Background: an optimization exercise with open tools, aiming at small area and a short achievable clock period. Do not read the settings as production practice. The RTL was checked by simulation tests, not by an equivalence proof against the original design. Power and IR drop assume default switching activity.

## tundra
==> flow/design.v (excerpt) <==
module acc_channel_hub #(
  parameter int unsigned NCh   = 2,
  parameter int unsigned Dw    = acc_hub_pkg::DefDw,
  parameter int unsigned Depth = acc_hub_pkg::DefDepth,
  parameter int unsigned CntW  = 16
) (
  input  logic              clk_i,
  input  logic              reset_i,
  input  logic              start_i,
  input  logic [2:0]        ch_sel_i,
  input  logic              bypass_i,
  input  logic [CntW-1:0]   word_count_i,
  input  logic              tx_valid_i,
  input  logic [Dw-1:0]     tx_data_i,
  output logic              tx_ready_o,
  output logic              rx_valid_o,
  output logic [Dw-1:0]     rx_data_o,
  input  logic              rx_ready_i,
  output logic              busy_o,
  output logic              done_o,
  output logic              err_sel_o,
  output logic [NCh-1:0]    acc_enable_o,
  input  logic [NCh-1:0]    acc_get_i,
  output logic [NCh*Dw-1:0] acc_data_out_o,
  output logic [NCh-1:0]    to_acc_empty_o,
  input  logic [NCh-1:0]    acc_put_i,
  input  logic [NCh*Dw-1:0] acc_data_in_i,
  output logic [NCh-1:0]    from_acc_full_o,
  output logic [NCh-1:0]    ovf_err_o
);
Settings: LEC_CHECK=0, CAP_MARGIN=20, CORE_MARGIN=2, CORE_UTILIZATION=40, SLEW_MARGIN=20; clock period 5.0 ns.
run.sh (not shown) runs the stock make flow with config.mk's settings and CLKGATE_MAP_FILE= SYNTH_SCRIPT=/design/flow/synth_recipe.tcl, a recipe that flattens the netlist after the stock synthesis.
Here is what was changed in the inputs of juniper compared with tundra.
- SETUP_SLACK_MARGIN: unset -> 2.0
Notes after the runs:
Via density per instance, juniper and tundra: higher on tundra
The part of the total power dissipated in the clock network reported for juniper is greater than that of tundra by 0.2 points.
There was hardly any difference in global-route usage between tundra and juniper.
| via count | tundra vs juniper | ≈ equal |
Delta (juniper minus tundra): floorplan row count held steady; synthesis-to-layout area growth grew by 0.67 points.
The count of fill cells added during filler insertion of juniper falls short of that of tundra by 101.
juniper finished every step from synthesis to the final layout, and the layout passed the timing, design-rule and antenna checks.
Sort juniper and tundra by count of plain and timing-repair buffers desc -> top: juniper
Global-route wire length before repair of juniper exceeds that of tundra slightly.
Delta (juniper minus tundra): final core utilization went up 0.27 points, delay of the slowest cell on the worst path decreased 0.27 ns.
> inputs changed (juniper -> lagoon)
- a change of SETUP_SLACK_MARGIN from 2.0 to 2.3
==> flow/flow/run.sh (new file) <==
#!/bin/bash
# Standard ORFS layout, with the ports buffered by buf_4 cells instead of the
# slow delay-buffer cell buffer_ports picks by default.
set -euo pipefail
export BUFFER_PORTS_ARGS="-buffer_cell sky130_fd_sc_hd__buf_4"
bash standard.sh > flow_standard.log 2>&1
==> flow/standard.sh (new file) <==
#!/bin/bash
# synth_recipe.tcl (not shown) runs the flow's synth.tcl, then flattens the netlist and writes it again
# the make line also repeats each setting of config.mk as NAME=value (left out here)
make -C /OpenROAD-flow-scripts/flow DESIGN_CONFIG=/design/flow/config.mk WORK_HOME=/design/flow/orfs CLKGATE_MAP_FILE= SYNTH_SCRIPT=/design/flow/synth_recipe.tcl "${@:-finish}"
removed: flow/run.sh
--- outcome ---
The higher fraction of final layout cells sized beyond drive strength 1 came out of lagoon. In the tables for juniper and lagoon, number of optimization iterations in the first detailed-route pass reads lower with lagoon. lagoon vs juniper, category of the most critical setup path: register to register vs input pin to register. The cell area reported for lagoon is greater than that of juniper by 0.42%. Per the comparison of lagoon with juniper, worst hold path stage count saw an increase; count of clock-buffer cells in the layout +2.2%; depth of the worst register-to-register path has decreased; setup slack higher. ~same buffer share of cell area in juniper and lagoon. As far as combined global-route utilization of all metal layers is concerned, juniper and lagoon perform about the same.
Modified inputs, garnet compared to lagoon
- a change of SETUP_SLACK_MARGIN from 2.3 to 3.0
- an added CTS_CLUSTER_SIZE of 27
- an added CTS_BUF_LIST of sky130_fd_sc_hd__clkbuf_16
- an added CTS_CLUSTER_DIAMETER of 90
- an added TNS_END_PERCENT of 0
==> flow/flow/run.sh <==
#!/bin/bash
# Standard ORFS layout, with the ports buffered by buf_2 cells instead of the
# slow delay-buffer cell buffer_ports picks by default.
set -euo pipefail
export BUFFER_PORTS_ARGS="-buffer_cell sky130_fd_sc_hd__buf_2"
bash standard.sh > flow_standard.log 2>&1
[summary]
- garnet: all stages complete, timing, DRC and antenna checks passed
- Summary of garnet over lagoon: total number of tap cells essentially unchanged, share of power burned in combinational logic increased 1.1 points, post-cts resize count picked up an extra 265.
The following lists how onyx was set up differently from garnet:
- swapping 3.0 for 2.7 in SETUP_SLACK_MARGIN
- clearing TNS_END_PERCENT, which used to be 0
### Flow results
Per the comparison of onyx with garnet, power did not really move, multi-input combinational gate total did not really move, area growth from synthesis to layout went up. Against garnet as the reference, onyx delivers a higher tightest hold margin.

## re-timing with driven ports
In the flow no input, the clock included, has a driving cell. The finished layouts below were timed again as built, in two steps. Step 1: set_driving_cell puts a clkbuf_16 on clk_i and a buf_2 on each other input, an assumption about the parent block. Step 2 also shifts input and output timing later by t, the mid clock arrival at the registers, as if the neighbouring blocks saw the same clock. Three values: no drivers, after step 1, after step 2; two values: the first two.
| run | t, ns | setup slack, ns | worst setup path at the end | clock arrival spread, ns |
|---|---|---|---|---|
| tundra | 0.923 | 1.343 / 1.403 / 0.480 | input to register | 0.083 / 0.083 |
| juniper | 0.932 | 2.023 / 1.955 / 1.141 | input to register | 0.066 / 0.066 |
| lagoon | 0.932 | 2.226 / 2.226 / 1.622 | input to register | 0.067 / 0.067 |
| garnet | 0.857 | 2.522 / 2.522 / 1.777 | input to register | 0.075 / 0.074 |
| onyx | 0.879 | 2.488 / 2.488 / 1.752 | input to register | 0.089 / 0.089 |
After both steps every run listed still meets setup and hold. The setup slack of juniper, which loses most, moves by -0.068 ns with the drivers and by -0.882 ns with both steps.
